What follows belongs to an exercise in optimizing a design on an open flow for small area, a short achievable clock period and few clock cycles per item; a production flow would make more cautious choices.
No functional check of the RTL was part of any run shown here.

$ cat flow/config.mk
export PLATFORM = sky130hd
export DESIGN_NAME = led_cube_node_to_coordinate_unit
export DESIGN_NICKNAME = led_cube_node_to_coordinate_unit
export VERILOG_FILES = /design/flow/design.v
export SDC_FILE = /design/flow/constraint.sdc
export NUM_CORES = 4
export LEC_CHECK = 0
export CAP_MARGIN = 20
export CORE_MARGIN = 2
export CORE_UTILIZATION = 40
export SLEW_MARGIN = 20
$ cat flow/constraint.sdc
create_clock -name core_clock -period 5.5 [get_ports {clk_i}]
set_input_delay 1.1000 -clock core_clock [delete_from_list [all_inputs] [get_ports {clk_i}]]
set_output_delay 1.1000 -clock core_clock [all_outputs]
set_load 0.01 [all_outputs]
$ cat flow/design.v
`timescale 1ns / 1ps
`default_nettype none
module led_cube_node_to_coordinate_unit (
  input  wire logic        clk_i,
  input  wire logic        rst_ni,
  input  wire logic        start_i,
  output logic             busy_o,
  input  wire logic [17:0] node_index_i,
  output logic             done_o,
  output logic [5:0]       voxel_x_o,
  output logic [5:0]       voxel_y_o,
  output logic [5:0]       voxel_z_o,
  output logic             index_out_of_range_o,
  input  wire logic        cfg_we_i,
  input  wire logic [2:0]  cfg_idx_i,
  input  wire logic [6:0]  cfg_data_i
);
  logic [5:0] wdim_q, hdim_q, ddim_q;
  logic [2:0] corner_q, style_q;
  logic [1:0] sstyle_q;
  logic       layer_q;
  logic [5:0] dim_wr;
  assign dim_wr = (cfg_data_i == 7'd0) ? 6'd0 : (cfg_data_i > 7'd64) ? 6'd63 : 6'(cfg_data_i - 7'd1);
  always_ff @(posedge clk_i or negedge rst_ni) begin
    if (!rst_ni) begin
      wdim_q   <= 6'd0;
      hdim_q   <= 6'd0;
      ddim_q   <= 6'd0;
      corner_q <= 3'd0;
      style_q  <= 3'd0;
      sstyle_q <= 2'd0;
      layer_q  <= 1'b0;
    end else if (cfg_we_i) begin
      case (cfg_idx_i)
        3'd0: wdim_q   <= dim_wr;
        3'd1: hdim_q   <= dim_wr;
        3'd2: ddim_q   <= dim_wr;
        3'd3: corner_q <= cfg_data_i[2:0];
        3'd4: style_q  <= (cfg_data_i[2:1] == 2'b11) ? 3'd0 : cfg_data_i[2:0];
        3'd5: sstyle_q <= (cfg_data_i[1:0] == 2'd3) ? 2'd0 : cfg_data_i[1:0];
        3'd6: layer_q  <= cfg_data_i[0];
        default: ;
      endcase
    end
  end
  function automatic logic [5:0] orient(input logic [5:0] i);
    logic [5:0] e;
    case (i)
      6'd0: e = {3'd3, 1'b0, 1'b0, 1'b0};
      6'd1: e = {3'd2, 1'b0, 1'b0, 1'b0};
      6'd2: e = {3'd5, 1'b0, 1'b0, 1'b0};
      6'd3: e = {3'd0, 1'b0, 1'b0, 1'b0};
      6'd4: e = {3'd1, 1'b0, 1'b0, 1'b0};
      6'd5: e = {3'd4, 1'b0, 1'b0, 1'b0};
      6'd6: e = {3'd3, 1'b1, 1'b0, 1'b0};
      6'd7: e = {3'd2, 1'b0, 1'b1, 1'b0};
      6'd8: e = {3'd5, 1'b1, 1'b0, 1'b0};
      6'd9: e = {3'd0, 1'b0, 1'b0, 1'b1};
      6'd10: e = {3'd1, 1'b0, 1'b0, 1'b1};
      6'd11: e = {3'd4, 1'b0, 1'b1, 1'b0};
      6'd12: e = {3'd3, 1'b0, 1'b0, 1'b1};
      6'd13: e = {3'd2, 1'b0, 1'b0, 1'b1};
      6'd14: e = {3'd5, 1'b0, 1'b1, 1'b0};
      6'd15: e = {3'd0, 1'b0, 1'b1, 1'b0};
      6'd16: e = {3'd1, 1'b1, 1'b0, 1'b0};
      6'd17: e = {3'd4, 1'b1, 1'b0, 1'b0};
      6'd18: e = {3'd3, 1'b1, 1'b0, 1'b1};
      6'd19: e = {3'd2, 1'b0, 1'b1, 1'b1};
      6'd20: e = {3'd5, 1'b1, 1'b1, 1'b0};
      6'd21: e = {3'd0, 1'b0, 1'b1, 1'b1};
      6'd22: e = {3'd1, 1'b1, 1'b0, 1'b1};
      6'd23: e = {3'd4, 1'b1, 1'b1, 1'b0};
      6'd24: e = {3'd3, 1'b0, 1'b1, 1'b0};
      6'd25: e = {3'd2, 1'b1, 1'b0, 1'b0};
      6'd26: e = {3'd5, 1'b0, 1'b0, 1'b1};
      6'd27: e = {3'd0, 1'b1, 1'b0, 1'b0};
      6'd28: e = {3'd1, 1'b0, 1'b1, 1'b0};
      6'd29: e = {3'd4, 1'b0, 1'b0, 1'b1};
      6'd30: e = {3'd3, 1'b1, 1'b1, 1'b0};
      6'd31: e = {3'd2, 1'b1, 1'b1, 1'b0};
      6'd32: e = {3'd5, 1'b1, 1'b0, 1'b1};
      6'd33: e = {3'd0, 1'b1, 1'b0, 1'b1};
      6'd34: e = {3'd1, 1'b0, 1'b1, 1'b1};
      6'd35: e = {3'd4, 1'b0, 1'b1, 1'b1};
      6'd36: e = {3'd3, 1'b0, 1'b1, 1'b1};
      6'd37: e = {3'd2, 1'b1, 1'b0, 1'b1};
      6'd38: e = {3'd5, 1'b0, 1'b1, 1'b0};
      6'd39: e = {3'd0, 1'b1, 1'b1, 1'b0};
      6'd40: e = {3'd1, 1'b1, 1'b0, 1'b0};
      6'd41: e = {3'd4, 1'b1, 1'b1, 1'b0};
      6'd42: e = {3'd3, 1'b1, 1'b1, 1'b1};
      6'd43: e = {3'd2, 1'b1, 1'b1, 1'b1};
      6'd44: e = {3'd5, 1'b1, 1'b1, 1'b0};
      6'd45: e = {3'd0, 1'b1, 1'b1, 1'b1};
      6'd46: e = {3'd1, 1'b1, 1'b0, 1'b1};
      6'd47: e = {3'd4, 1'b1, 1'b0, 1'b0};
      default: e = 6'd0;
    endcase
    orient = e;
  endfunction
  logic [5:0] oe;
  logic [5:0] w_m1_d, h_m1_d, d_m1_d;
  logic [8:0] sel_d;
  logic [5:0] w_m1_q, h_m1_q, d_m1_q;
  logic [5:0] w_n_q, h_n_q;
  logic [8:0] sel_q;
  logic [2:0] refl_q;
  logic       zig_q, alt_q, rev_layer_q, revx_q;
  always_comb begin
    oe = orient({3'b000, corner_q} * 6'd6 + {3'b000, style_q});
    case (oe[5:3])
      3'd0: begin w_m1_d = wdim_q; h_m1_d = hdim_q; d_m1_d = ddim_q; sel_d = 9'b100010001; end
      3'd1: begin w_m1_d = wdim_q; h_m1_d = ddim_q; d_m1_d = hdim_q; sel_d = 9'b010100001; end
      3'd2: begin w_m1_d = hdim_q; h_m1_d = wdim_q; d_m1_d = ddim_q; sel_d = 9'b100001010; end
      3'd3: begin w_m1_d = hdim_q; h_m1_d = ddim_q; d_m1_d = wdim_q; sel_d = 9'b010001100; end
      3'd4: begin w_m1_d = ddim_q; h_m1_d = wdim_q; d_m1_d = hdim_q; sel_d = 9'b001100010; end
      3'd5: begin w_m1_d = ddim_q; h_m1_d = hdim_q; d_m1_d = wdim_q; sel_d = 9'b001010100; end
      default: begin w_m1_d = wdim_q; h_m1_d = hdim_q; d_m1_d = ddim_q; sel_d = 9'b100010001; end
    endcase
  end
  always_ff @(posedge clk_i) begin
    w_m1_q      <= w_m1_d;
    h_m1_q      <= h_m1_d;
    d_m1_q      <= d_m1_d;
    w_n_q       <= ~w_m1_d;
    h_n_q       <= ~h_m1_d;
    sel_q       <= sel_d;
    refl_q      <= oe[2:0];
    zig_q       <= (sstyle_q == 2'd0);
    alt_q       <= (sstyle_q == 2'd2);
    rev_layer_q <= !layer_q;
    revx_q      <= !layer_q && !h_m1_d[0];
  end
  assign busy_o = 1'b0;
  logic        v_in;
  logic [17:0] idx_in;
  assign v_in   = start_i;
  assign idx_in = node_index_i;
  logic s0_ovf_1;
  logic [5:0] s0_r1_2;
  logic [6:0] s1_t1_3;
  logic [7:0] s1_d1_4;
  logic s1_g1_5;
  logic [5:0] s1_r1_6;
  logic [6:0] s2_t1_7;
  logic [7:0] s2_d1_8;
  logic s2_g1_9;
  logic [5:0] s2_r1_10;
  logic [6:0] s3_t1_11;
  logic [7:0] s3_d1_12;
  logic s3_g1_13;
  logic [5:0] s3_r1_14;
  logic [6:0] s4_t1_15;
  logic [7:0] s4_d1_16;
  logic s4_g1_17;
  logic [5:0] s4_r1_18;
  logic [6:0] s5_t1_19;
  logic [7:0] s5_d1_20;
  logic s5_g1_21;
  logic [5:0] s5_r1_22;
  logic [6:0] s6_t1_23;
  logic [7:0] s6_d1_24;
  logic s6_g1_25;
  logic [5:0] s6_r1_26;
  logic [5:0] s7_qh_27;
  logic s7_ovf_28;
  logic [6:0] s7_t1_29;
  logic [7:0] s7_d1_30;
  logic s7_g1_31;
  logic [5:0] s7_r1_32;
  logic [6:0] s8_t2_33;
  logic [7:0] s8_d2_34;
  logic s8_g2_35;
  logic [5:0] s8_r2_36;
  logic [6:0] s8_t1_37;
  logic [7:0] s8_d1_38;
  logic s8_g1_39;
  logic [5:0] s8_r1_40;
  logic [6:0] s9_t2_41;
  logic [7:0] s9_d2_42;
  logic s9_g2_43;
  logic [5:0] s9_r2_44;
  logic [6:0] s9_t1_45;
  logic [7:0] s9_d1_46;
  logic s9_g1_47;
  logic [5:0] s9_r1_48;
  logic [6:0] s10_t2_49;
  logic [7:0] s10_d2_50;
  logic s10_g2_51;
  logic [5:0] s10_r2_52;
  logic [6:0] s10_t1_53;
  logic [7:0] s10_d1_54;
  logic s10_g1_55;
  logic [5:0] s10_r1_56;
  logic [6:0] s11_t2_57;
  logic [7:0] s11_d2_58;
  logic s11_g2_59;
  logic [5:0] s11_r2_60;
  logic [6:0] s11_t1_61;
  logic [7:0] s11_d1_62;
  logic s11_g1_63;
  logic [5:0] s11_r1_64;
  logic [6:0] s12_t2_65;
  logic [7:0] s12_d2_66;
  logic s12_g2_67;
  logic [5:0] s12_r2_68;
  logic [6:0] s12_t1_69;
  logic [7:0] s12_d1_70;
  logic s12_g1_71;
  logic [5:0] s12_r1_72;
  logic [6:0] s13_t2_73;
  logic [7:0] s13_d2_74;
  logic s13_g2_75;
  logic [5:0] s13_r2_76;
  logic [5:0] s14_z_77;
  logic s14_oor_78;
  logic s14_revl_79;
  logic [5:0] s14_rc_80;
  logic [5:0] s14_xa_81;
  logic s14_fx_82;
  logic [5:0] s14_vx_83;
  logic [5:0] s14_vy_84;
  logic [5:0] s14_vz_85;
  logic [5:0] s15_ox_86;
  logic [5:0] s15_oy_87;
  logic [5:0] s15_oz_88;
  assign s0_ovf_1 = ({1'b0, idx_in[17:12]} > {1'b0, w_m1_q});
  assign s0_r1_2 = idx_in[17:12];
  assign s1_t1_3 = {s0_r1_2, idx_in[11]};
  assign s1_d1_4 = {1'b0, s1_t1_3} + {2'b01, w_n_q};
  assign s1_g1_5 = s1_d1_4[7];
  assign s1_r1_6 = s1_g1_5 ? s1_d1_4[5:0] : s1_t1_3[5:0];
  assign s2_t1_7 = {s1_r1_6, idx_in[10]};
  assign s2_d1_8 = {1'b0, s2_t1_7} + {2'b01, w_n_q};
  assign s2_g1_9 = s2_d1_8[7];
  assign s2_r1_10 = s2_g1_9 ? s2_d1_8[5:0] : s2_t1_7[5:0];
  assign s3_t1_11 = {p2_r1_q, p2_i9_q};
  assign s3_d1_12 = {1'b0, s3_t1_11} + {2'b01, w_n_q};
  assign s3_g1_13 = s3_d1_12[7];
  assign s3_r1_14 = s3_g1_13 ? s3_d1_12[5:0] : s3_t1_11[5:0];
  assign s4_t1_15 = {s3_r1_14, p2_i8_q};
  assign s4_d1_16 = {1'b0, s4_t1_15} + {2'b01, w_n_q};
  assign s4_g1_17 = s4_d1_16[7];
  assign s4_r1_18 = s4_g1_17 ? s4_d1_16[5:0] : s4_t1_15[5:0];
  assign s5_t1_19 = {s4_r1_18, p2_i7_q};
  assign s5_d1_20 = {1'b0, s5_t1_19} + {2'b01, w_n_q};
  assign s5_g1_21 = s5_d1_20[7];
  assign s5_r1_22 = s5_g1_21 ? s5_d1_20[5:0] : s5_t1_19[5:0];
  assign s6_t1_23 = {p5_r1_q, p5_i6_q};
  assign s6_d1_24 = {1'b0, s6_t1_23} + {2'b01, w_n_q};
  assign s6_g1_25 = s6_d1_24[7];
  assign s6_r1_26 = s6_g1_25 ? s6_d1_24[5:0] : s6_t1_23[5:0];
  assign s7_qh_27 = {p5_q1_11_q, p5_q1_10_q, p5_q1_9_q, p5_q1_8_q, p5_q1_7_q, s6_g1_25};
  assign s7_ovf_28 = p5_oor_q | (s7_qh_27 > h_m1_q);
  assign s7_t1_29 = {s6_r1_26, p5_i5_q};
  assign s7_d1_30 = {1'b0, s7_t1_29} + {2'b01, w_n_q};
  assign s7_g1_31 = s7_d1_30[7];
  assign s7_r1_32 = s7_g1_31 ? s7_d1_30[5:0] : s7_t1_29[5:0];
  assign s8_t2_33 = {s7_qh_27, s7_g1_31};
  assign s8_d2_34 = {1'b0, s8_t2_33} + {2'b01, h_n_q};
  assign s8_g2_35 = s8_d2_34[7];
  assign s8_r2_36 = s8_g2_35 ? s8_d2_34[5:0] : s8_t2_33[5:0];
  assign s8_t1_37 = {s7_r1_32, p5_i4_q};
  assign s8_d1_38 = {1'b0, s8_t1_37} + {2'b01, w_n_q};
  assign s8_g1_39 = s8_d1_38[7];
  assign s8_r1_40 = s8_g1_39 ? s8_d1_38[5:0] : s8_t1_37[5:0];
  assign s9_t2_41 = {p8_r2_q, p8_q1_4_q};
  assign s9_d2_42 = {1'b0, s9_t2_41} + {2'b01, h_n_q};
  assign s9_g2_43 = s9_d2_42[7];
  assign s9_r2_44 = s9_g2_43 ? s9_d2_42[5:0] : s9_t2_41[5:0];
  assign s9_t1_45 = {p8_r1_q, p8_i3_q};
  assign s9_d1_46 = {1'b0, s9_t1_45} + {2'b01, w_n_q};
  assign s9_g1_47 = s9_d1_46[7];
  assign s9_r1_48 = s9_g1_47 ? s9_d1_46[5:0] : s9_t1_45[5:0];
  assign s10_t2_49 = {s9_r2_44, s9_g1_47};
  assign s10_d2_50 = {1'b0, s10_t2_49} + {2'b01, h_n_q};
  assign s10_g2_51 = s10_d2_50[7];
  assign s10_r2_52 = s10_g2_51 ? s10_d2_50[5:0] : s10_t2_49[5:0];
  assign s10_t1_53 = {s9_r1_48, p8_i2_q};
  assign s10_d1_54 = {1'b0, s10_t1_53} + {2'b01, w_n_q};
  assign s10_g1_55 = s10_d1_54[7];
  assign s10_r1_56 = s10_g1_55 ? s10_d1_54[5:0] : s10_t1_53[5:0];
  assign s11_t2_57 = {s10_r2_52, s10_g1_55};
  assign s11_d2_58 = {1'b0, s11_t2_57} + {2'b01, h_n_q};
  assign s11_g2_59 = s11_d2_58[7];
  assign s11_r2_60 = s11_g2_59 ? s11_d2_58[5:0] : s11_t2_57[5:0];
  assign s11_t1_61 = {s10_r1_56, p8_i1_q};
  assign s11_d1_62 = {1'b0, s11_t1_61} + {2'b01, w_n_q};
  assign s11_g1_63 = s11_d1_62[7];
  assign s11_r1_64 = s11_g1_63 ? s11_d1_62[5:0] : s11_t1_61[5:0];
  assign s12_t2_65 = {p11_r2_q, p11_q1_1_q};
  assign s12_d2_66 = {1'b0, s12_t2_65} + {2'b01, h_n_q};
  assign s12_g2_67 = s12_d2_66[7];
  assign s12_r2_68 = s12_g2_67 ? s12_d2_66[5:0] : s12_t2_65[5:0];
  assign s12_t1_69 = {p11_r1_q, p11_i0_q};
  assign s12_d1_70 = {1'b0, s12_t1_69} + {2'b01, w_n_q};
  assign s12_g1_71 = s12_d1_70[7];
  assign s12_r1_72 = s12_g1_71 ? s12_d1_70[5:0] : s12_t1_69[5:0];
  assign s13_t2_73 = {s12_r2_68, s12_g1_71};
  assign s13_d2_74 = {1'b0, s13_t2_73} + {2'b01, h_n_q};
  assign s13_g2_75 = s13_d2_74[7];
  assign s13_r2_76 = s13_g2_75 ? s13_d2_74[5:0] : s13_t2_73[5:0];
  assign s14_z_77 = {p13_z5_q, p13_z4_q, p13_z3_q, p13_z2_q, p13_z1_q, p13_z0_q};
  assign s14_oor_78 = p13_oor_q | (s14_z_77 > d_m1_q);
  assign s14_revl_79 = rev_layer_q & s14_z_77[0];
  assign s14_rc_80 = w_m1_q - p13_r1_q;
  assign s14_xa_81 = (p13_r1_q <= s14_rc_80) ? {p13_r1_q[4:0], 1'b0} : {s14_rc_80[4:0], 1'b1};
  assign s14_fx_82 = zig_q & (p13_r2_q[0] ^ (revx_q & s14_z_77[0]));
  assign s14_vx_83 = alt_q ? (refl_q[0] ? 6'(w_m1_q - s14_xa_81) : s14_xa_81) : ((refl_q[0] ^ s14_fx_82) ? s14_rc_80 : p13_r1_q);
  assign s14_vy_84 = (refl_q[1] ^ s14_revl_79) ? 6'(h_m1_q - p13_r2_q) : p13_r2_q;
  assign s14_vz_85 = refl_q[2] ? 6'(d_m1_q - s14_z_77) : s14_z_77;
  assign s15_ox_86 = {6{~s14_oor_78}} & (({6{sel_q[0]}} & s14_vx_83) | ({6{sel_q[1]}} & s14_vy_84) | ({6{sel_q[2]}} & s14_vz_85));
  assign s15_oy_87 = {6{~s14_oor_78}} & (({6{sel_q[3]}} & s14_vx_83) | ({6{sel_q[4]}} & s14_vy_84) | ({6{sel_q[5]}} & s14_vz_85));
  assign s15_oz_88 = {6{~s14_oor_78}} & (({6{sel_q[6]}} & s14_vx_83) | ({6{sel_q[7]}} & s14_vy_84) | ({6{sel_q[8]}} & s14_vz_85));
  logic p2_oor_q;
  logic [5:0] p2_r1_q;
  logic p2_i0_q;
  logic p2_i1_q;
  logic p2_i2_q;
  logic p2_i3_q;
  logic p2_i4_q;
  logic p2_i5_q;
  logic p2_i6_q;
  logic p2_i7_q;
  logic p2_i8_q;
  logic p2_i9_q;
  logic p2_q1_11_q;
  logic p2_q1_10_q;
  logic p5_oor_q;
  logic [5:0] p5_r1_q;
  logic p5_i0_q;
  logic p5_i1_q;
  logic p5_i2_q;
  logic p5_i3_q;
  logic p5_i4_q;
  logic p5_i5_q;
  logic p5_i6_q;
  logic p5_q1_11_q;
  logic p5_q1_10_q;
  logic p5_q1_9_q;
  logic p5_q1_8_q;
  logic p5_q1_7_q;
  logic p8_oor_q;
  logic [5:0] p8_r1_q;
  logic p8_i0_q;
  logic p8_i1_q;
  logic p8_i2_q;
  logic p8_i3_q;
  logic [5:0] p8_r2_q;
  logic p8_z5_q;
  logic p8_q1_4_q;
  logic p11_oor_q;
  logic [5:0] p11_r1_q;
  logic p11_i0_q;
  logic [5:0] p11_r2_q;
  logic p11_z5_q;
  logic p11_z4_q;
  logic p11_z3_q;
  logic p11_z2_q;
  logic p11_q1_1_q;
  logic p13_oor_q;
  logic [5:0] p13_r1_q;
  logic [5:0] p13_r2_q;
  logic p13_z5_q;
  logic p13_z4_q;
  logic p13_z3_q;
  logic p13_z2_q;
  logic p13_z1_q;
  logic p13_z0_q;
  logic p15_oor_q;
  logic [5:0] p15_ox_q;
  logic [5:0] p15_oy_q;
  logic [5:0] p15_oz_q;
  logic p2_v_q;
  logic p5_v_q;
  logic p8_v_q;
  logic p11_v_q;
  logic p13_v_q;
  logic p15_v_q;
  always_ff @(posedge clk_i or negedge rst_ni) begin
    if (!rst_ni) begin
      p2_v_q <= 1'b0;
      p5_v_q <= 1'b0;
      p8_v_q <= 1'b0;
      p11_v_q <= 1'b0;
      p13_v_q <= 1'b0;
      p15_v_q <= 1'b0;
    end else begin
      p2_v_q <= v_in;
      p5_v_q <= p2_v_q;
      p8_v_q <= p5_v_q;
      p11_v_q <= p8_v_q;
      p13_v_q <= p11_v_q;
      p15_v_q <= p13_v_q;
    end
  end
  always_ff @(posedge clk_i) begin
    p2_oor_q <= s0_ovf_1;
    p2_r1_q <= s2_r1_10;
    p2_i0_q <= idx_in[0];
    p2_i1_q <= idx_in[1];
    p2_i2_q <= idx_in[2];
    p2_i3_q <= idx_in[3];
    p2_i4_q <= idx_in[4];
    p2_i5_q <= idx_in[5];
    p2_i6_q <= idx_in[6];
    p2_i7_q <= idx_in[7];
    p2_i8_q <= idx_in[8];
    p2_i9_q <= idx_in[9];
    p2_q1_11_q <= s1_g1_5;
    p2_q1_10_q <= s2_g1_9;
    p5_oor_q <= p2_oor_q;
    p5_r1_q <= s5_r1_22;
    p5_i0_q <= p2_i0_q;
    p5_i1_q <= p2_i1_q;
    p5_i2_q <= p2_i2_q;
    p5_i3_q <= p2_i3_q;
    p5_i4_q <= p2_i4_q;
    p5_i5_q <= p2_i5_q;
    p5_i6_q <= p2_i6_q;
    p5_q1_11_q <= p2_q1_11_q;
    p5_q1_10_q <= p2_q1_10_q;
    p5_q1_9_q <= s3_g1_13;
    p5_q1_8_q <= s4_g1_17;
    p5_q1_7_q <= s5_g1_21;
    p8_oor_q <= s7_ovf_28;
    p8_r1_q <= s8_r1_40;
    p8_i0_q <= p5_i0_q;
    p8_i1_q <= p5_i1_q;
    p8_i2_q <= p5_i2_q;
    p8_i3_q <= p5_i3_q;
    p8_r2_q <= s8_r2_36;
    p8_z5_q <= s8_g2_35;
    p8_q1_4_q <= s8_g1_39;
    p11_oor_q <= p8_oor_q;
    p11_r1_q <= s11_r1_64;
    p11_i0_q <= p8_i0_q;
    p11_r2_q <= s11_r2_60;
    p11_z5_q <= p8_z5_q;
    p11_z4_q <= s9_g2_43;
    p11_z3_q <= s10_g2_51;
    p11_z2_q <= s11_g2_59;
    p11_q1_1_q <= s11_g1_63;
    p13_oor_q <= p11_oor_q;
    p13_r1_q <= s12_r1_72;
    p13_r2_q <= s13_r2_76;
    p13_z5_q <= p11_z5_q;
    p13_z4_q <= p11_z4_q;
    p13_z3_q <= p11_z3_q;
    p13_z2_q <= p11_z2_q;
    p13_z1_q <= s12_g2_67;
    p13_z0_q <= s13_g2_75;
    p15_oor_q <= s14_oor_78;
    p15_ox_q <= s15_ox_86;
    p15_oy_q <= s15_oy_87;
    p15_oz_q <= s15_oz_88;
  end
  assign done_o               = p15_v_q;
  assign voxel_x_o            = p15_ox_q;
  assign voxel_y_o            = p15_oy_q;
  assign voxel_z_o            = p15_oz_q;
  assign index_out_of_range_o = p15_oor_q;
endmodule
`default_nettype wire
$ cat flow/run.sh
#!/bin/bash
# synth_recipe.tcl (not shown) runs the flow's synth.tcl, then flattens the netlist and writes it again
# the make line also repeats each setting of config.mk as NAME=value (left out here)
make -C /OpenROAD-flow-scripts/flow DESIGN_CONFIG=/design/flow/config.mk WORK_HOME=/design/flow/orfs CLKGATE_MAP_FILE= SYNTH_SCRIPT=/design/flow/synth_recipe.tcl finish
==> qor.csv, run 1 <==
metric;value;unit
highest clock rate;191;MHz
root buffer cell;clkbuf_16;
post-synthesis async set-or-reset flop share;17.1;%
global-route wire length before repair;50.6;mm
crit-path max cell delay;0.39;ns
number of enable flip-flop cells after synthesis;0;
final WL;31.3;mm
number of global-route vias before repair;9842;
drt drc;0;
max reg flops;9;
Cell variety after synth;79;
worst-path cell chain;ha_1 -> a21o_1 -> a21o_1 -> a211oi_4 -> o21ai_2 -> mux2i_2 -> inv_1 -> ha_1 -> a21o_1 -> a21oi_1 -> o21bai_1 -> a21oi_1 -> nand2b_1 -> and2_1 -> mux2_2 -> ha_1 -> a21o_1 -> a21oi_2 -> o21bai_1 -> a21oi_2 -> nor2b_1 -> a211oi_4 -> buf_4 -> mux2_2;
Crit path arrival time;5.58;ns
largest net degree at the start of global routing;34;
grt ovf;0;
Hold-fix buffers, CTS;0;
Pre-antenna DRT Iters;7;
gr usage total;18.9;%
I/O Pins;53;
layout cells sized above 1;12.8;%
Syn Nets;1607;
synthesized area per cell;9.38;µm²
Routed Antenna Nets;0;
Seq cells post-synth;193;
n_diodes;0;
hold slack;0.325;ns
fin cells;1919;
crit path buf inv count;2;
YS warnings;1;
Worst R2R End;p11_r1_q[2];
Hold Path Origin;p8_z5_q;
Sink Count;193;
final hold vios;0;
DR vias;10274;
CP endpoint kind;flip-flop;
Worst slew margin;29.6;%
Post-Synthesis Cells;1385;
critical path type;flip-flop to flip-flop;
worst min-delay path class;flip-flop to flip-flop;
CTS max path bufs;2;
max_cap viols;0;
dpl hpwl;24.4;mm
Top reg by flops;sel_q;
fin util;47.2;%
placed cells;1880;
IO buf count;51;
most frequent cells in the layout;ha_1 (166), dfxtp_1 (157), inv_1 (109);
sequential area share after synthesis;31.0;%
Period minus WS final;5.24;ns
FP Rows;65;
full die area;0.0339;mm²
Worst-Margin Slew;1.05;ns
initial antenna violation count;0;
clock transition at the registers of the reported paths;0.08;ns
CORE AREA;0.0318;mm²
Setup TNS Final;0;ns
critical path required time;5.84;ns
clk latency of the worst-skew pair;0.45;ns
kind of cell adding the most delay to the critical path;compound AO/OA/AOI/OAI gates;
Worst Reg2Reg Path Length in Cells;24;
total CTS buffers;17;
commonest non-fill, non-tap cell in the layout;ha_1;
RePlAce Congestion;0.904;
endpoints failing setup;0;
worst reg2reg setup slack;0.26;ns
fin crit share;95.2;%
crit path launch type;flip-flop;
Area growth syn-to-layout;15.4;%
WHS Path Cells;0;
CTS H-tree depth;4;
Cell Area, Synth;0.0130;mm²
initial core utilization;40.9;%
Die Span X;184;µm
Final Max Slew Viols;0;
most frequent CP cell;a21o_1;
top_reg_cell synth;dfxtp_1;
Min-Delay Endpoint;p11_z5_q;
Final nets;1693;
DIE HEIGHT;184;µm
FF-to-FF Start;w_n_q[1];
status;complete, no violations;
DRT iter0 DRCs;616;
CP max-delay cell;dfxtp_4;
Setup Skew;0.0108;ns
# fillers;3033;
worst-path maximum fanout;9;
vias per cell;5.35;
TritonCTS clock tree;yes;
WL per Instance;16.3;µm
[synthesized netlist by cell type, drive strengths merged (4+ instances only)]
cell / number / area, µm²
mux2i: 18 / 180
or3: 6 / 37.5
ha: 166 / 2080
nor3: 13 / 65.1
a22oi: 9 / 67.6
dfxtp: 160 / 3200
inv: 109 / 409
a32oi: 13 / 114
a311oi: 6 / 70.1
nor4: 8 / 50.1
nand3: 32 / 165
a21oi: 93 / 469
xor2: 33 / 297
o21ai: 97 / 500
a222oi: 7 / 70.1
or2: 5 / 31.3
nor2: 70 / 263
o21a: 20 / 150
xnor2: 48 / 428
buf: 14 / 68.8
a211oi: 22 / 223
and3: 7 / 43.8
o31ai: 4 / 30.0
nand2: 73 / 277
o21bai: 13 / 97.6
nand2b: 13 / 81.3
clkbuf: 20 / 75.1
nor2b: 24 / 150
a41oi: 6 / 52.6
mux2: 71 / 811
o211ai: 4 / 30.0
and4: 4 / 35.0
a21o: 57 / 428
o22ai: 11 / 68.8
dfrtp: 33 / 826
fa: 24 / 480
and2: 13 / 81.3
nor3b: 4 / 30.0
a31oi: 12 / 75.1
[worst max-delay path by stage]
stage | start | endpoint | slack [ns] | depth (start not counted)
after floorplan | h_n_q[1] | p11_r2_q[0] | 0.006 | 24
after global placement | w_n_q[1] | p8_r1_q[5] | 0.12 | 23
after detailed placement | w_n_q[1] | p8_r1_q[1] | -0.02 | 23
after CTS | w_n_q[1] | p8_r1_q[1] | 0.02 | 23
after global routing | w_n_q[1] | p8_r1_q[1] | -0.04 | 24
final | w_n_q[1] | p11_r1_q[2] | 0.26 | 24
[cell families (layout without fill, tap and decap cells)]
kind of cell               Yosys count  count (layout)  synth area share [%]
other                                1               1                0.0289
adders and majority gates          190             190                  19.7
buffers and inverters              145             244                  4.31
xor gates and xnor gates            82              82                  5.75
AOI/OAI and AO/OA                  403             403                  20.9
muxes                               89              89                  7.63
DFF                                193             193                  31.0
and+or+nand+nor                    282             282                  10.7
[metal layers]
layer | up-vias | track usage [%] | part of all wire [%]
met5 | - | 0 | 0
met3 | 34 | 3.26 | 5.2
met2 | 238 | 30.0 | 45
met4 | 0 | 5.73 | 1.7
li1 | 5165 | - | -
met1 | 4837 | 26.2 | 48
[repair_timing]
item | 4_1_cts | 5_1_grt
setup buffers | 0 | 7
gates resized for setup | 1 | 15
endpoints found under the setup margin | 6 | 29
pin swaps | 0 | 6
cloned | 0 | 0
[cell type report]
cell class / count / area (µm²) / area share, %
Multi-Input combinational cell: 1047 / 8480 / 56.5
Sequential cell: 193 / 4040 / 26.9
Timing Repair Buffer: 101 / 902 / 6.02
Tap cell: 435 / 544 / 3.63
Clock buffer: 21 / 470 / 3.14
Inverter: 111 / 417 / 2.78
Clock inverter: 11 / 149 / 0.993
[stage by stage]
stage,instance area (µm²),setup WS [ns]
after detailed placement,14300,-0.0244
after global routing,15000,-0.0391
after CTS,14900,0.0222
after global placement,14300,0.124
final,15000,0.262
after floorplan,13000,0.00617
==> run 2, diff against run 1 <==
--- a/flow/design.v
+++ b/flow/design.v
@@ -232,3 +232,3 @@
   assign s1_r1_6 = s1_g1_5 ? s1_d1_4[5:0] : s1_t1_3[5:0];
-  assign s2_t1_7 = {s1_r1_6, idx_in[10]};
+  assign s2_t1_7 = {p1_r1_q, p1_i10_q};
   assign s2_d1_8 = {1'b0, s2_t1_7} + {2'b01, w_n_q};
@@ -236,3 +236,3 @@
   assign s2_r1_10 = s2_g1_9 ? s2_d1_8[5:0] : s2_t1_7[5:0];
-  assign s3_t1_11 = {p2_r1_q, p2_i9_q};
+  assign s3_t1_11 = {s2_r1_10, p1_i9_q};
   assign s3_d1_12 = {1'b0, s3_t1_11} + {2'b01, w_n_q};
@@ -240,3 +240,3 @@
   assign s3_r1_14 = s3_g1_13 ? s3_d1_12[5:0] : s3_t1_11[5:0];
-  assign s4_t1_15 = {s3_r1_14, p2_i8_q};
+  assign s4_t1_15 = {p3_r1_q, p3_i8_q};
   assign s4_d1_16 = {1'b0, s4_t1_15} + {2'b01, w_n_q};
@@ -244,3 +244,3 @@
   assign s4_r1_18 = s4_g1_17 ? s4_d1_16[5:0] : s4_t1_15[5:0];
-  assign s5_t1_19 = {s4_r1_18, p2_i7_q};
+  assign s5_t1_19 = {s4_r1_18, p3_i7_q};
   assign s5_d1_20 = {1'b0, s5_t1_19} + {2'b01, w_n_q};
@@ -258,3 +258,3 @@
   assign s7_r1_32 = s7_g1_31 ? s7_d1_30[5:0] : s7_t1_29[5:0];
-  assign s8_t2_33 = {s7_qh_27, s7_g1_31};
+  assign s8_t2_33 = {p7_r2_q, p7_q1_5_q};
   assign s8_d2_34 = {1'b0, s8_t2_33} + {2'b01, h_n_q};
@@ -262,3 +262,3 @@
   assign s8_r2_36 = s8_g2_35 ? s8_d2_34[5:0] : s8_t2_33[5:0];
-  assign s8_t1_37 = {s7_r1_32, p5_i4_q};
+  assign s8_t1_37 = {p7_r1_q, p7_i4_q};
   assign s8_d1_38 = {1'b0, s8_t1_37} + {2'b01, w_n_q};
@@ -266,3 +266,3 @@
   assign s8_r1_40 = s8_g1_39 ? s8_d1_38[5:0] : s8_t1_37[5:0];
-  assign s9_t2_41 = {p8_r2_q, p8_q1_4_q};
+  assign s9_t2_41 = {s8_r2_36, s8_g1_39};
   assign s9_d2_42 = {1'b0, s9_t2_41} + {2'b01, h_n_q};
@@ -270,3 +270,3 @@
   assign s9_r2_44 = s9_g2_43 ? s9_d2_42[5:0] : s9_t2_41[5:0];
-  assign s9_t1_45 = {p8_r1_q, p8_i3_q};
+  assign s9_t1_45 = {s8_r1_40, p7_i3_q};
   assign s9_d1_46 = {1'b0, s9_t1_45} + {2'b01, w_n_q};
@@ -274,3 +274,3 @@
   assign s9_r1_48 = s9_g1_47 ? s9_d1_46[5:0] : s9_t1_45[5:0];
-  assign s10_t2_49 = {s9_r2_44, s9_g1_47};
+  assign s10_t2_49 = {p9_r2_q, p9_q1_3_q};
   assign s10_d2_50 = {1'b0, s10_t2_49} + {2'b01, h_n_q};
@@ -278,3 +278,3 @@
   assign s10_r2_52 = s10_g2_51 ? s10_d2_50[5:0] : s10_t2_49[5:0];
-  assign s10_t1_53 = {s9_r1_48, p8_i2_q};
+  assign s10_t1_53 = {p9_r1_q, p9_i2_q};
   assign s10_d1_54 = {1'b0, s10_t1_53} + {2'b01, w_n_q};
@@ -286,3 +286,3 @@
   assign s11_r2_60 = s11_g2_59 ? s11_d2_58[5:0] : s11_t2_57[5:0];
-  assign s11_t1_61 = {s10_r1_56, p8_i1_q};
+  assign s11_t1_61 = {s10_r1_56, p9_i1_q};
   assign s11_d1_62 = {1'b0, s11_t1_61} + {2'b01, w_n_q};
@@ -311,19 +311,33 @@
   assign s14_vz_85 = refl_q[2] ? 6'(d_m1_q - s14_z_77) : s14_z_77;
-  assign s15_ox_86 = {6{~s14_oor_78}} & (({6{sel_q[0]}} & s14_vx_83) | ({6{sel_q[1]}} & s14_vy_84) | ({6{sel_q[2]}} & s14_vz_85));
-  assign s15_oy_87 = {6{~s14_oor_78}} & (({6{sel_q[3]}} & s14_vx_83) | ({6{sel_q[4]}} & s14_vy_84) | ({6{sel_q[5]}} & s14_vz_85));
-  assign s15_oz_88 = {6{~s14_oor_78}} & (({6{sel_q[6]}} & s14_vx_83) | ({6{sel_q[7]}} & s14_vy_84) | ({6{sel_q[8]}} & s14_vz_85));
-  logic p2_oor_q;
-  logic [5:0] p2_r1_q;
-  logic p2_i0_q;
-  logic p2_i1_q;
-  logic p2_i2_q;
-  logic p2_i3_q;
-  logic p2_i4_q;
-  logic p2_i5_q;
-  logic p2_i6_q;
-  logic p2_i7_q;
-  logic p2_i8_q;
-  logic p2_i9_q;
-  logic p2_q1_11_q;
-  logic p2_q1_10_q;
+  assign s15_ox_86 = {6{~p14_oor_q}} & (({6{sel_q[0]}} & p14_vx_q) | ({6{sel_q[1]}} & p14_vy_q) | ({6{sel_q[2]}} & p14_vz_q));
+  assign s15_oy_87 = {6{~p14_oor_q}} & (({6{sel_q[3]}} & p14_vx_q) | ({6{sel_q[4]}} & p14_vy_q) | ({6{sel_q[5]}} & p14_vz_q));
+  assign s15_oz_88 = {6{~p14_oor_q}} & (({6{sel_q[6]}} & p14_vx_q) | ({6{sel_q[7]}} & p14_vy_q) | ({6{sel_q[8]}} & p14_vz_q));
+  logic p1_oor_q;
+  logic [5:0] p1_r1_q;
+  logic p1_i0_q;
+  logic p1_i1_q;
+  logic p1_i2_q;
+  logic p1_i3_q;
+  logic p1_i4_q;
+  logic p1_i5_q;
+  logic p1_i6_q;
+  logic p1_i7_q;
+  logic p1_i8_q;
+  logic p1_i9_q;
+  logic p1_i10_q;
+  logic p1_q1_11_q;
+  logic p3_oor_q;
+  logic [5:0] p3_r1_q;
+  logic p3_i0_q;
+  logic p3_i1_q;
+  logic p3_i2_q;
+  logic p3_i3_q;
+  logic p3_i4_q;
+  logic p3_i5_q;
+  logic p3_i6_q;
+  logic p3_i7_q;
+  logic p3_i8_q;
+  logic p3_q1_11_q;
+  logic p3_q1_10_q;
+  logic p3_q1_9_q;
   logic p5_oor_q;
@@ -342,11 +356,20 @@
   logic p5_q1_7_q;
-  logic p8_oor_q;
-  logic [5:0] p8_r1_q;
-  logic p8_i0_q;
-  logic p8_i1_q;
-  logic p8_i2_q;
-  logic p8_i3_q;
-  logic [5:0] p8_r2_q;
-  logic p8_z5_q;
-  logic p8_q1_4_q;
+  logic p7_oor_q;
+  logic [5:0] p7_r1_q;
+  logic p7_i0_q;
+  logic p7_i1_q;
+  logic p7_i2_q;
+  logic p7_i3_q;
+  logic p7_i4_q;
+  logic [5:0] p7_r2_q;
+  logic p7_q1_5_q;
+  logic p9_oor_q;
+  logic [5:0] p9_r1_q;
+  logic p9_i0_q;
+  logic p9_i1_q;
+  logic p9_i2_q;
+  logic [5:0] p9_r2_q;
+  logic p9_z5_q;
+  logic p9_z4_q;
+  logic p9_q1_3_q;
   logic p11_oor_q;
@@ -369,2 +392,6 @@
   logic p13_z0_q;
+  logic p14_oor_q;
+  logic [5:0] p14_vx_q;
+  logic [5:0] p14_vy_q;
+  logic [5:0] p14_vz_q;
   logic p15_oor_q;
@@ -373,7 +400,10 @@
   logic [5:0] p15_oz_q;
-  logic p2_v_q;
+  logic p1_v_q;
+  logic p3_v_q;
   logic p5_v_q;
-  logic p8_v_q;
+  logic p7_v_q;
+  logic p9_v_q;
   logic p11_v_q;
   logic p13_v_q;
+  logic p14_v_q;
   logic p15_v_q;
@@ -381,15 +411,21 @@
     if (!rst_ni) begin
-      p2_v_q <= 1'b0;
+      p1_v_q <= 1'b0;
+      p3_v_q <= 1'b0;
       p5_v_q <= 1'b0;
-      p8_v_q <= 1'b0;
+      p7_v_q <= 1'b0;
+      p9_v_q <= 1'b0;
       p11_v_q <= 1'b0;
       p13_v_q <= 1'b0;
+      p14_v_q <= 1'b0;
       p15_v_q <= 1'b0;
     end else begin
-      p2_v_q <= v_in;
-      p5_v_q <= p2_v_q;
-      p8_v_q <= p5_v_q;
-      p11_v_q <= p8_v_q;
+      p1_v_q <= v_in;
+      p3_v_q <= p1_v_q;
+      p5_v_q <= p3_v_q;
+      p7_v_q <= p5_v_q;
+      p9_v_q <= p7_v_q;
+      p11_v_q <= p9_v_q;
       p13_v_q <= p11_v_q;
-      p15_v_q <= p13_v_q;
+      p14_v_q <= p13_v_q;
+      p15_v_q <= p14_v_q;
     end
@@ -397,45 +433,68 @@
   always_ff @(posedge clk_i) begin
-    p2_oor_q <= s0_ovf_1;
-    p2_r1_q <= s2_r1_10;
-    p2_i0_q <= idx_in[0];
-    p2_i1_q <= idx_in[1];
-    p2_i2_q <= idx_in[2];
-    p2_i3_q <= idx_in[3];
-    p2_i4_q <= idx_in[4];
-    p2_i5_q <= idx_in[5];
-    p2_i6_q <= idx_in[6];
-    p2_i7_q <= idx_in[7];
-    p2_i8_q <= idx_in[8];
-    p2_i9_q <= idx_in[9];
-    p2_q1_11_q <= s1_g1_5;
-    p2_q1_10_q <= s2_g1_9;
-    p5_oor_q <= p2_oor_q;
+    p1_oor_q <= s0_ovf_1;
+    p1_r1_q <= s1_r1_6;
+    p1_i0_q <= idx_in[0];
+    p1_i1_q <= idx_in[1];
+    p1_i2_q <= idx_in[2];
+    p1_i3_q <= idx_in[3];
+    p1_i4_q <= idx_in[4];
+    p1_i5_q <= idx_in[5];
+    p1_i6_q <= idx_in[6];
+    p1_i7_q <= idx_in[7];
+    p1_i8_q <= idx_in[8];
+    p1_i9_q <= idx_in[9];
+    p1_i10_q <= idx_in[10];
+    p1_q1_11_q <= s1_g1_5;
+    p3_oor_q <= p1_oor_q;
+    p3_r1_q <= s3_r1_14;
+    p3_i0_q <= p1_i0_q;
+    p3_i1_q <= p1_i1_q;
+    p3_i2_q <= p1_i2_q;
+    p3_i3_q <= p1_i3_q;
+    p3_i4_q <= p1_i4_q;
+    p3_i5_q <= p1_i5_q;
+    p3_i6_q <= p1_i6_q;
+    p3_i7_q <= p1_i7_q;
+    p3_i8_q <= p1_i8_q;
+    p3_q1_11_q <= p1_q1_11_q;
+    p3_q1_10_q <= s2_g1_9;
+    p3_q1_9_q <= s3_g1_13;
+    p5_oor_q <= p3_oor_q;
     p5_r1_q <= s5_r1_22;
-    p5_i0_q <= p2_i0_q;
-    p5_i1_q <= p2_i1_q;
-    p5_i2_q <= p2_i2_q;
-    p5_i3_q <= p2_i3_q;
-    p5_i4_q <= p2_i4_q;
-    p5_i5_q <= p2_i5_q;
-    p5_i6_q <= p2_i6_q;
-    p5_q1_11_q <= p2_q1_11_q;
-    p5_q1_10_q <= p2_q1_10_q;
-    p5_q1_9_q <= s3_g1_13;
+    p5_i0_q <= p3_i0_q;
+    p5_i1_q <= p3_i1_q;
+    p5_i2_q <= p3_i2_q;
+    p5_i3_q <= p3_i3_q;
+    p5_i4_q <= p3_i4_q;
+    p5_i5_q <= p3_i5_q;
+    p5_i6_q <= p3_i6_q;
+    p5_q1_11_q <= p3_q1_11_q;
+    p5_q1_10_q <= p3_q1_10_q;
+    p5_q1_9_q <= p3_q1_9_q;
     p5_q1_8_q <= s4_g1_17;
     p5_q1_7_q <= s5_g1_21;
-    p8_oor_q <= s7_ovf_28;
-    p8_r1_q <= s8_r1_40;
-    p8_i0_q <= p5_i0_q;
-    p8_i1_q <= p5_i1_q;
-    p8_i2_q <= p5_i2_q;
-    p8_i3_q <= p5_i3_q;
-    p8_r2_q <= s8_r2_36;
-    p8_z5_q <= s8_g2_35;
-    p8_q1_4_q <= s8_g1_39;
-    p11_oor_q <= p8_oor_q;
+    p7_oor_q <= s7_ovf_28;
+    p7_r1_q <= s7_r1_32;
+    p7_i0_q <= p5_i0_q;
+    p7_i1_q <= p5_i1_q;
+    p7_i2_q <= p5_i2_q;
+    p7_i3_q <= p5_i3_q;
+    p7_i4_q <= p5_i4_q;
+    p7_r2_q <= s7_qh_27;
+    p7_q1_5_q <= s7_g1_31;
+    p9_oor_q <= p7_oor_q;
+    p9_r1_q <= s9_r1_48;
+    p9_i0_q <= p7_i0_q;
+    p9_i1_q <= p7_i1_q;
+    p9_i2_q <= p7_i2_q;
+    p9_r2_q <= s9_r2_44;
+    p9_z5_q <= s8_g2_35;
+    p9_z4_q <= s9_g2_43;
+    p9_q1_3_q <= s9_g1_47;
+    p11_oor_q <= p9_oor_q;
     p11_r1_q <= s11_r1_64;
-    p11_i0_q <= p8_i0_q;
+    p11_i0_q <= p9_i0_q;
     p11_r2_q <= s11_r2_60;
-    p11_z5_q <= p8_z5_q;
-    p11_z4_q <= s9_g2_43;
+    p11_z5_q <= p9_z5_q;
+    p11_z4_q <= p9_z4_q;
     p11_z3_q <= s10_g2_51;
@@ -452,3 +511,7 @@
     p13_z0_q <= s13_g2_75;
-    p15_oor_q <= s14_oor_78;
+    p14_oor_q <= s14_oor_78;
+    p14_vx_q <= s14_vx_83;
+    p14_vy_q <= s14_vy_84;
+    p14_vz_q <= s14_vz_85;
+    p15_oor_q <= p14_oor_q;
     p15_ox_q <= s15_ox_86;
==> qor.csv, run 2 <==
metric;value;unit;change
placed cells;1891;;was 1880
Setup WS post-layout;0.527;ns;was 0.262 ns
clk latency of the worst-skew pair;0.55;ns;was 0.45 ns
Die Span X;189;µm;was 184 µm
sequential area share after synthesis;38.5;%;was 31.0%
I/O Pins;53;;unchanged
status;complete, no violations;;unchanged
Top reg by flops;sel_q;;unchanged
critical path type;flip-flop to flip-flop;;unchanged
Setup Skew;0.0173;ns;was 0.0108 ns
post-synthesis async set-or-reset flop share;14.2;%;was 17.1%
Routed Antenna Nets;0;;unchanged
fin crit share;90.4;%;was 95.2%
dpl hpwl;21.8;mm;was 24.4 mm
unrepaired setup endpoints after global routing;no;;
Worst slew margin;25.9;%;was 29.6%
number of global-route vias before repair;9660;;was 9842
root buffer cell;clkbuf_16;;unchanged
post-CTS setup buffers;0;;unchanged
adder-cell area share of the yosys netlist;18.6;%;was 19.7%
vias per cell;5.08;;was 5.35
synthesized area per cell;9.71;µm²;was 9.38 µm²
Worst-Margin Slew;1.10;ns;was 1.05 ns
hold slack;0.316;ns;was 0.325 ns
full die area;0.0356;mm²;was 0.0339 mm²
Synth Area in Compound Gates;17.0;%;was 20.9%
Area growth syn-to-layout;14.9;%;was 15.4%
endpoints failing setup;0;;unchanged
top cells by area, synth;dfxtp_1 (32%), ha_1 (15%), dfrtp_1 (6.6%);;was dfxtp_1 (25%), ha_1 (16%), dfrtp_1 (6.4%)
grt ovf;0;;unchanged
Synth area leader;dfxtp_1;;unchanged
CTS H-tree depth;1;;was 4
Setup TNS Final;0;ns;unchanged
Seq cells post-synth;253;;was 193
CORE AREA;0.0335;mm²;was 0.0318 mm²
DIE HEIGHT;189;µm;was 184 µm
worst min-delay path class;flip-flop to flip-flop;;unchanged
XOR/XNOR share of the synthesized area;6.13;%;was 5.75%
final hold vios;0;;unchanged
FP Rows;67;;was 65
n_diodes;0;;unchanged
fin cells;1945;;was 1919
Pre-antenna DRT Iters;7;;unchanged
CTS max path bufs;3;;was 2
DRT iter0 DRCs;642;;was 616
Final Max Slew Viols;0;;unchanged
most frequent cell after synthesis;dfxtp_1;;was ha_1
commonest non-fill, non-tap cell in the layout;dfxtp_1;;was ha_1
Storage cell area;0.00525;mm²;was 0.00404 mm²
DR vias;9874;;was 10.3k
Cell Area, Synth;0.0136;mm²;was 0.0130 mm²
post-synthesis mux area share;5.82;%;was 7.63%
drt drc;0;;unchanged
Final nets;1694;;was 1693
CP endpoint kind;flip-flop;;unchanged
Post-Synthesis Cells;1404;;was 1385
gr usage total;16.1;%;was 18.9%
fin util;46.7;%;was 47.2%
clock transition at the registers of the reported paths;0.06;ns;was 0.08 ns
max reg flops;9;;unchanged
Hold-fix buffers, CTS;0;;unchanged
total CTS buffers;29;;was 17
largest net degree at the start of global routing;37;;was 34
initial antenna violation count;0;;unchanged
global-route wire length before repair;47.6;mm;was 50.6 mm
critical path required time;5.93;ns;was 5.84 ns
crit-path max cell delay;0.39;ns;about the same
top cells by count, synth;dfxtp_1 (217), ha_1 (164), nor2_1 (113), a21oi_1 (103), inv_1 (99);;was ha_1 (166), dfxtp_1 (160), inv_1 (109), a21oi_1 (92), o21ai_0 (90)
multi-input combinational cell area;0.00789;mm²;was 0.00848 mm²
Cell variety after synth;68;;was 79
IO buf count;51;;unchanged
Synth top area share;31.9;%;was 24.7%
final WL;28.3;mm;was 31.3 mm
# fillers;3213;;was 3033
fraction of the mapped netlist area in simple logic gates;10.2;%;was 10.7%
RePlAce Congestion;0.850;;was 0.904
TritonCTS clock tree;yes;;unchanged
Setup WS pre-CTS;0.388;ns;was -0.0244 ns
Crit path arrival time;5.40;ns;was 5.58 ns
Syn Nets;1624;;was 1607
largest family of logic cells by synthesized area;adder cells;;was compound AO/OA/AOI/OAI gates
post-cts resize count;0;;was 1
Sink Count;253;;was 193
Period minus WS final;4.97;ns;was 5.24 ns
most frequent cells in the layout;dfxtp_1 (217), ha_1 (164), nor2_1 (113);;was ha_1 (166), dfxtp_1 (157), inv_1 (109)
max_cap viols;0;;unchanged
highest clock rate;201;MHz;was 191 MHz
worst-path cell chain;inv_1 -> ha_1 -> a21o_1 -> a21o_1 -> a21o_1 -> a21oi_1 -> xnor2_1 -> ha_1 -> and3_1 -> o2111a_1 -> nor2_1 -> or3b_1 -> nand2_1 -> nand2_1 -> o21ai_1 -> inv_1 -> ha_1 -> nor2b_1 -> o21ai_0 -> nand2b_1 -> o311ai_2 -> nand3_1 -> o311ai_0 -> nor2_1;;was ha_1 -> a21o_1 -> a21o_1 -> a211oi_4 -> o21ai_2 -> mux2i_2 -> inv_1 -> ha_1 -> a21o_1 -> a21oi_1 -> o21bai_1 -> a21oi_1 -> nand2b_1 -> and2_1 -> mux2_2 -> ha_1 -> a21o_1 -> a21oi_2 -> o21bai_1 -> a21oi_2 -> nor2b_1 -> a211oi_4 -> buf_4 -> mux2_2
initial core utilization;40.7;%;was 40.9%
top_reg_cell synth;dfxtp_1;;unchanged
number of enable flip-flop cells after synthesis;0;;unchanged
crit path launch type;flip-flop;;unchanged
worst-path maximum fanout;6;;was 9
layout cells sized above 1;9.29;%;was 12.8%
YS warnings;1;;unchanged
placed inst area;0.0147;mm²;was 0.0143 mm²
CP max-delay cell;or3b_1;;was dfxtp_4
fin area;0.0157;mm²;was 0.0150 mm²
WL per Instance;14.5;µm;was 16.3 µm
run 2: layer usage:
layer	share of wire [%]	track usage (%)
met2	45	26.7
met3	4.0	2.38
met1	48	21.8
met5	0	0
met4	2.1	4.30
run 2: cells by family (layout without fill, tap and decap cells):
kind of cell | Yosys count | count (layout)
XOR/XNOR | 93 | 93
multiplexers | 70 | 70
other | 1 | 1
buffers and inverters | 130 | 223
flip-flops | 253 | 253
adder cells (fa/ha/maj) | 189 | 189
AO/OA/AOI/OAI | 361 | 361
AND/OR/NAND/NOR | 307 | 307
run 2: area by class of cell:
class,instances,area share [%]
Multi-Input combinational cell,1021,50.3
Sequential cell,253,33.5
Clock buffer,36,4.93
Timing Repair Buffer,70,4.17
Tap cell,448,3.58
Inverter,99,2.37
Clock inverter,18,1.17
run 2: final timing paths:
path                              from           to  slack [ns]  cells after the start
max                        p13_r1_q[1]  p14_vx_q[5]        0.53                     24
min                            p3_i0_q      p5_i0_q        0.32                      0
max reg2reg                p13_r1_q[1]  p14_vx_q[5]        0.53                     24
min reg2reg                    p3_i0_q      p5_i0_q        0.32                      0
max in group asynchronous       rst_ni  corner_q[2]        4.19                      2
min in group asynchronous       rst_ni      p11_v_q        0.98                      2
run 2: critical path, delay by kind of cell, from the launching register on:
kind                       cells  cell delay, ns
AOI/OAI and AO/OA              9            1.89
and+or+nand+nor                9            1.40
xor gates and xnor gates       1            0.12
DFF                            1            0.37
buffers and inverters          2            0.18
adders and majority gates      3            0.90
==> run 3, diff against run 2 <==
--- a/flow/design.v
+++ b/flow/design.v
@@ -218,10 +218,12 @@
   logic [5:0] s14_rc_80;
-  logic [5:0] s14_xa_81;
-  logic s14_fx_82;
-  logic [5:0] s14_vx_83;
-  logic [5:0] s14_vy_84;
-  logic [5:0] s14_vz_85;
-  logic [5:0] s15_ox_86;
-  logic [5:0] s15_oy_87;
-  logic [5:0] s15_oz_88;
+  logic s14_lo_81;
+  logic [5:0] s14_u_82;
+  logic [5:0] s14_xa_83;
+  logic s14_fx_84;
+  logic [5:0] s14_vx_85;
+  logic [5:0] s14_vy_86;
+  logic [5:0] s14_vz_87;
+  logic [5:0] s15_ox_88;
+  logic [5:0] s15_oy_89;
+  logic [5:0] s15_oz_90;
   assign s0_ovf_1 = ({1'b0, idx_in[17:12]} > {1'b0, w_m1_q});
@@ -306,10 +308,12 @@
   assign s14_rc_80 = w_m1_q - p13_r1_q;
-  assign s14_xa_81 = (p13_r1_q <= s14_rc_80) ? {p13_r1_q[4:0], 1'b0} : {s14_rc_80[4:0], 1'b1};
-  assign s14_fx_82 = zig_q & (p13_r2_q[0] ^ (revx_q & s14_z_77[0]));
-  assign s14_vx_83 = alt_q ? (refl_q[0] ? 6'(w_m1_q - s14_xa_81) : s14_xa_81) : ((refl_q[0] ^ s14_fx_82) ? s14_rc_80 : p13_r1_q);
-  assign s14_vy_84 = (refl_q[1] ^ s14_revl_79) ? 6'(h_m1_q - p13_r2_q) : p13_r2_q;
-  assign s14_vz_85 = refl_q[2] ? 6'(d_m1_q - s14_z_77) : s14_z_77;
-  assign s15_ox_86 = {6{~p14_oor_q}} & (({6{sel_q[0]}} & p14_vx_q) | ({6{sel_q[1]}} & p14_vy_q) | ({6{sel_q[2]}} & p14_vz_q));
-  assign s15_oy_87 = {6{~p14_oor_q}} & (({6{sel_q[3]}} & p14_vx_q) | ({6{sel_q[4]}} & p14_vy_q) | ({6{sel_q[5]}} & p14_vz_q));
-  assign s15_oz_88 = {6{~p14_oor_q}} & (({6{sel_q[6]}} & p14_vx_q) | ({6{sel_q[7]}} & p14_vy_q) | ({6{sel_q[8]}} & p14_vz_q));
+  assign s14_lo_81 = (p13_r1_q <= {1'b0, w_m1_q[5:1]});
+  assign s14_u_82 = w_m1_q - {p13_r1_q[4:0], 1'b0};
+  assign s14_xa_83 = refl_q[0] ? (s14_lo_81 ? s14_u_82 : ~s14_u_82) : (s14_lo_81 ? {p13_r1_q[4:0], 1'b0} : {s14_rc_80[4:0], 1'b1});
+  assign s14_fx_84 = zig_q & (p13_r2_q[0] ^ (revx_q & s14_z_77[0]));
+  assign s14_vx_85 = alt_q ? s14_xa_83 : ((refl_q[0] ^ s14_fx_84) ? s14_rc_80 : p13_r1_q);
+  assign s14_vy_86 = (refl_q[1] ^ s14_revl_79) ? 6'(h_m1_q - p13_r2_q) : p13_r2_q;
+  assign s14_vz_87 = refl_q[2] ? 6'(d_m1_q - s14_z_77) : s14_z_77;
+  assign s15_ox_88 = {6{~p14_oor_q}} & (({6{sel_q[0]}} & p14_vx_q) | ({6{sel_q[1]}} & p14_vy_q) | ({6{sel_q[2]}} & p14_vz_q));
+  assign s15_oy_89 = {6{~p14_oor_q}} & (({6{sel_q[3]}} & p14_vx_q) | ({6{sel_q[4]}} & p14_vy_q) | ({6{sel_q[5]}} & p14_vz_q));
+  assign s15_oz_90 = {6{~p14_oor_q}} & (({6{sel_q[6]}} & p14_vx_q) | ({6{sel_q[7]}} & p14_vy_q) | ({6{sel_q[8]}} & p14_vz_q));
   logic p1_oor_q;
@@ -512,9 +516,9 @@
     p14_oor_q <= s14_oor_78;
-    p14_vx_q <= s14_vx_83;
-    p14_vy_q <= s14_vy_84;
-    p14_vz_q <= s14_vz_85;
+    p14_vx_q <= s14_vx_85;
+    p14_vy_q <= s14_vy_86;
+    p14_vz_q <= s14_vz_87;
     p15_oor_q <= p14_oor_q;
-    p15_ox_q <= s15_ox_86;
-    p15_oy_q <= s15_oy_87;
-    p15_oz_q <= s15_oz_88;
+    p15_ox_q <= s15_ox_88;
+    p15_oy_q <= s15_oy_89;
+    p15_oz_q <= s15_oz_90;
   end
--- a/flow/config.mk
+++ b/flow/config.mk
@@ -7,2 +7,3 @@
 export LEC_CHECK = 0
+export ABC_CLOCK_PERIOD_IN_PS = 2800
 export CAP_MARGIN = 20
@@ -10,2 +11,3 @@
 export CORE_UTILIZATION = 40
+export SETUP_SLACK_MARGIN = 2.6
 export SLEW_MARGIN = 20
==> qor.csv, run 3 <==
metric;value;unit;change
status;complete, no violations;;unchanged
unrepaired setup endpoints after global routing;yes;;was no
CTS max path bufs;3;;unchanged
Cell Area, Synth;0.0138;mm²;was 0.0136 mm²
most frequent cells in the layout;dfxtp_1 (206), buf_4 (148), ha_1 (128);;was dfxtp_1 (217), ha_1 (164), nor2_1 (113)
final WL;35.6;mm;was 28.3 mm
Cell variety after synth;73;;was 68
layout cells sized above 1;34.1;%;was 9.29%
largest net degree at the start of global routing;37;;unchanged
Post-Synthesis Cells;1391;;was 1404
commonest non-fill, non-tap cell in the layout;dfxtp_1;;unchanged
full die area;0.0361;mm²;was 0.0356 mm²
Final Max Slew Viols;0;;unchanged
final hold vios;0;;unchanged
placed cells;1876;;was 1891
worst min-delay path class;flip-flop to flip-flop;;unchanged
initial antenna violation count;0;;unchanged
Syn Nets;1609;;was 1624
Die Span X;190;µm;was 189 µm
DRT iter0 DRCs;562;;was 642
top_reg_cell synth;dfxtp_1;;unchanged
Worst slew margin;51.7;%;was 25.9%
drt drc;0;;unchanged
max reg flops;9;;unchanged
root buffer cell;clkbuf_16;;unchanged
Synth area leader;dfxtp_1;;unchanged
Seq cells post-synth;253;;unchanged
I/O Pins;53;;unchanged
Routed Antenna Nets;0;;unchanged
global-route wire length before repair;56.7;mm;was 47.6 mm
total CTS buffers;28;;was 29
Pre-antenna DRT Iters;7;;unchanged
Worst-Margin Slew;0.723;ns;was 1.10 ns
synthesized area per cell;9.95;µm²;was 9.71 µm²
crit path launch type;flip-flop;;unchanged
DR vias;10995;;was 9874
fin util;56.7;%;was 46.7%
n_diodes;0;;unchanged
critical path type;flip-flop to flip-flop;;unchanged
fin cells;2142;;was 1945
clock transition at the registers of the reported paths;0.06;ns;about the same
CORE AREA;0.0343;mm²;was 0.0335 mm²
Top reg by flops;sel_q;;unchanged
grt ovf;0;;unchanged
top cells by area, synth;dfxtp_1 (31%), ha_1 (15%), dfrtp_1 (6.5%);;was dfxtp_1 (32%), ha_1 (15%), dfrtp_1 (6.6%)
IO buf count;51;;unchanged
fin crit share;63.9;%;was 90.4%
number of global-route vias before repair;11308;;was 9660
Crit path arrival time;3.96;ns;was 5.40 ns
initial core utilization;40.4;%;was 40.7%
placed inst area;0.0154;mm²;was 0.0147 mm²
fin area;0.0194;mm²;was 0.0157 mm²
worst-path maximum fanout;7;;was 6
Final nets;1884;;was 1694
hold slack;0.324;ns;was 0.316 ns
FP Rows;68;;was 67
Setup TNS Final;0;ns;unchanged
critical path required time;5.95;ns;was 5.93 ns
YS warnings;1;;unchanged
Setup Skew;0.0168;ns;was 0.0173 ns
CTS H-tree depth;1;;unchanged
Setup WS post-layout;1.98;ns;was 0.527 ns
sequential area share after synthesis;37.9;%;was 38.5%
endpoints failing setup;0;;unchanged
Period minus WS final;3.52;ns;was 4.97 ns
DIE HEIGHT;190;µm;was 189 µm
highest clock rate;284;MHz;was 201 MHz
dpl hpwl;22.7;mm;was 21.8 mm
Synth top area share;31.4;%;was 31.9%
RePlAce Congestion;0.855;;was 0.850
TritonCTS clock tree;yes;;unchanged
clk latency of the worst-skew pair;0.56;ns;was 0.55 ns
gr usage total;19.4;%;was 16.1%
most frequent cell after synthesis;dfxtp_1;;unchanged
Hold-fix buffers, CTS;0;;unchanged
CP endpoint kind;flip-flop;;unchanged
vias per cell;5.13;;was 5.08
WL per Instance;16.6;µm;was 14.5 µm
max_cap viols;0;;unchanged
top cells by count, synth;dfxtp_1 (217), ha_1 (162), inv_1 (128), a21oi_1 (113), nor2_1 (96);;was dfxtp_1 (217), ha_1 (164), nor2_1 (113), a21oi_1 (103), inv_1 (99)
Sink Count;253;;unchanged
Area growth syn-to-layout;40.4;%;was 14.9%
number of enable flip-flop cells after synthesis;0;;unchanged
post-synthesis async set-or-reset flop share;14.2;%;unchanged
Setup WS pre-CTS;1.41;ns;was 0.388 ns
==> run 3: critical path, cell delays in order (launching register included) <==
cell and delay (ns):
dfxtp_4 0.44, ha_4 0.22, a21o_1 0.16, a21oi_2 0.14, o21bai_1 0.08, a21o_1 0.18
a211o_4 0.35, mux2_4 0.32, ha_4 0.21, a21o_1 0.16, a21oi_2 0.13, o21bai_1 0.11
a21oi_2 0.17, nor2b_2 0.07, a211oi_4 0.19, buf_12 0.16, mux2_4 0.29
==> run 3: cell type report <==
cell class / count / area (µm²)
Tap cell: 455 / 569
Sequential cell: 253 / 5280
Fill cell: 2835 / 14800
Clock inverter: 10 / 86.3
Inverter: 132 / 514
Timing Repair Buffer: 268 / 2500
Multi-Input combinational cell: 983 / 9680
Clock buffer: 41 / 812
==> run 3: path summary, 6_finish.rpt <==
path | start | endpoint | slack, ns | cells after the start
max in group asynchronous | rst_ni | corner_q[0] | 4.17 | 2
max reg2reg | w_n_q[1] | p9_r1_q[1] | 1.98 | 16
min reg2reg | p1_i2_q | p3_i2_q | 0.32 | 0
min | p1_i2_q | p3_i2_q | 0.32 | 0
max | w_n_q[1] | p9_r1_q[1] | 1.98 | 16
min in group asynchronous | rst_ni | p11_v_q | 0.96 | 2
==> run 3: cell families after synthesis <==
group	share of synthesized area, %
compound gates	16.7
simple gates	9.00
flops	37.9
fa+ha+maj	18.1
buf+inv	4.55
xor+xnor	6.24
mux	7.46
other cells	0.0271
==> run 3: metal layers <==
metal,vias to the layer above,wire (µm),part of all wire [%],GRT usage (%)
met2,211,17700,50,34.9
met4,0,858,2.4,5.55
li1,5433,-,-,-
met5,-,0,0,0
met3,71,1370,3.8,2.97
met1,5280,15700,44,23.9
==> run 3: what timing repair did <==
| action | in CTS | in global routing |
|---|---|---|
| pin swaps | 119 | 103 |
| gates resized for setup | 161 | 119 |
| setup endpoints to repair | 98 | 104 |
| cloned | 2 | 1 |
| setup buffers | 174 | 38 |

port drivers added, routing unchanged:
How much do the figures lean on ideal ports? The routed layouts below were timed once more, with nothing changed but the port constraints. Step 1: set_driving_cell puts a clkbuf_16 on clk_i and a buf_2 on each other input, an assumption about the parent block. Step 2 moves the port delays by t, midway between the first and last clock arrival at a register: inputs arrive t later, outputs are due t later. That takes back most of the time a late clock gives input paths. a / b / c = ideal ports / drivers / drivers and shift; a / b = the first two.
| run | t, ns | slack for setup (ns) | clock arrival spread, ns |
|---|---|---|---|
| run 1 | 0.493 | 0.262 / 0.262 / 0.163 | 0.011 / 0.012 |
| run 2 | 0.585 | 0.527 / 0.527 / 0.527 | 0.019 / 0.019 |
| run 3 | 0.599 | 1.984 / 1.984 / 1.984 | 0.020 / 0.019 |
After both steps setup and hold are still met in every run listed. For run 1, which loses most, drivers alone change the setup slack by 0.000 ns; drivers and shift together by -0.099 ns.
